This design comes from an exercise in tuning for small area on the open sky130 flow, not from production work. In this exercise RTL edits were held to simulation tests only and were not proved equivalent to the original. Power figures rest on the tool's default switching activity, not on a simulated workload.

==> inputs of run a <==
==> flow/design.v (excerpt) <==
module u_rf_sb #(
    parameter int unsigned CNT_W = 3
) (
    input  logic        clk,
    input  logic        rst,
    input  logic [4:0]  rs1_a,
    input  logic [4:0]  rs2_a,
    input  logic        rs1_use,
    input  logic        rs2_use,
    output logic [31:0] rf_rs1_o,
    output logic [31:0] rf_rs2_o,
    input  logic        rf_rd_e,
    input  logic [4:0]  rf_rd_a,
    input  logic [31:0] rf_rd_i,
    input  logic        issue_e,
    input  logic [4:0]  issue_a,
    input  logic        issue_kill,
    output logic        stall,
    output logic        sb_err
);
export LEC_CHECK = 0
export CAP_MARGIN = 20
export CORE_MARGIN = 2
export CORE_UTILIZATION = 55
export PLACE_DENSITY = 0.65
export SETUP_SLACK_MARGIN = 0.3
export SLEW_MARGIN = 20
export SYNTH_HIERARCHICAL = 1
create_clock -name core_clock -period 10.0 [get_ports {clk}]
standard.sh (not shown) runs the stock make flow with config.mk's settings and CLKGATE_MAP_FILE= SYNTH_SCRIPT=/design/flow/synth_recipe.tcl, a recipe that flattens the netlist after the stock synthesis.
==> flow/flow/run.sh <==
#!/bin/bash
# The standard layout (standard.sh: ORFS synthesis through finish) with two
# changes to how the layout is made:
#  - the port buffers that ORFS puts on every input and output are buf_1 cells
#    (ORFS's default pick is the larger clkdlybuf4s50_1);
#  - clock tree synthesis clusters sinks in groups of up to 12 within 50 um,
#    with clkbuf_8 buffers, and inserts no dummy loads.
# Everything else, including synthesis, floorplan, power grid and routing, is
# the standard flow. Its full output goes to standard.log in this folder; ORFS
# keeps each step's own log under orfs/logs/.
set -euo pipefail
export BUFFER_PORTS_ARGS="-buffer_cell sky130_fd_sc_hd__buf_1"
export CTS_ARGS="-sink_clustering_enable -repair_clock_nets -sink_clustering_size 12 -sink_clustering_max_diameter 50 -buf_list sky130_fd_sc_hd__clkbuf_8 -dont_use_dummy_load"
bash standard.sh > standard.log 2>&1
==> run b: changes against run a <==
==> flow/run.sh (new file) <==
#!/bin/bash
# synth_recipe.tcl (not shown) runs the flow's synth.tcl, then flattens the netlist and writes it again
# the make line also repeats each setting of config.mk as NAME=value (left out here)
make -C /OpenROAD-flow-scripts/flow DESIGN_CONFIG=/design/flow/config.mk WORK_HOME=/design/flow/orfs CLKGATE_MAP_FILE= SYNTH_SCRIPT=/design/flow/synth_recipe.tcl finish
--- a/flow/config.mk
+++ b/flow/config.mk
@@ -9,4 +9,7 @@
 export CORE_MARGIN = 2
 export CORE_UTILIZATION = 55
+export CTS_BUF_LIST = sky130_fd_sc_hd__clkbuf_8
+export CTS_CLUSTER_DIAMETER = 50
+export CTS_CLUSTER_SIZE = 12
 export PLACE_DENSITY = 0.65
 export SETUP_SLACK_MARGIN = 0.3
removed: flow/flow/run.sh
removed: flow/standard.sh
==> notes <==
- Die area is the same in run a and run b.
- Between run b and run a, the lower count of clock-buffer cells in the layout is in run a (gap 4).
- Against run a, the cell area of run b is larger by 2.8%.
- Between run b and run a, the lower combinational power is in run a (gap 8.5%, measured against run a).
- Against run a, the utilization of run b is higher by 1.7 points.
- Against run a, the fmax of run b is smaller by about 2.4%.
- Against run b, the routed wire length of run a is smaller by about 0.7%.
- Of run b and run a, run b has the higher power (gap 6.9%, measured against run a).
==> figures <==
| metric | run b | run a |
|---|---|---|
| Status | complete, no violations | complete, no violations |
| Clock network latency to the later pin of the worst-skew pair | 0.83 ns | 0.80 ns |
| Power Internal | 7043 uW | 6615 uW |
| Post-CTS clock slew at the launch and capture registers of the worst setup and hold paths | 0.08 ns | 0.06 ns |
| Met3 routing resource usage after global routing | 16.43% | 15.25% |
| Portion of total power attributed to the clock network | 31.6% | 27.6% |
| Clock-cell share of area | 4.341% | 3.103% |
| Clock network power consumption | 3010 uW | 2460 uW |
| Routed wire length on met3 | 31.63 mm | 30.62 mm |
| Leakage power of the design | 0.01852 uW | 0.01772 uW |
| Number of clock buffers in the layout | 120 | 116 |
| CP Launch Point | rs1_a[3] | rs1_a[0] |
| Seq pwr share | 58.4% | 62.5% |
| Total power density per cell area | 180.0 nW/um^2 | 173.1 nW/um^2 |
| P_comb | 948 uW | 874 uW |
| Inserted Clock Buffers | 118 | 116 |
| Power spent charging and discharging nets | 2478 uW | 2289 uW |
| Final critical-path required period | 8.845 ns | 8.635 ns |

==> re-timing with driven ports <==
No port has a modelled driver above. Below, the same layouts with a new extraction and two added sets of constraints.
Step 1 assumes that a clkbuf_16 drives the clock port and a buf_2 every other input.
Step 2 times the ports against the registers' clock, not the clock port: input delays grow and output delays shrink by t, the midpoint of the rising clock arrivals with the driver on.
Three values: no drivers, after step 1, after step 2; two values: the first two.
| run | t (ns) | setup WS [ns] | worst hold slack (ns) | worst setup path at the end | worst register clock-pin slew, ns |
|---|---|---|---|---|---|
| run a | 0.819 | 1.365 / 1.342 / 1.342 | 0.497 / 0.497 / 0.497 | input to output | 0.09 / 0.09 |
| run b | 0.875 | 1.155 / 1.132 / 1.132 | 0.501 / 0.501 / 0.501 | input to output | 0.08 / 0.08 |
After both steps setup and hold are still met in every run listed.
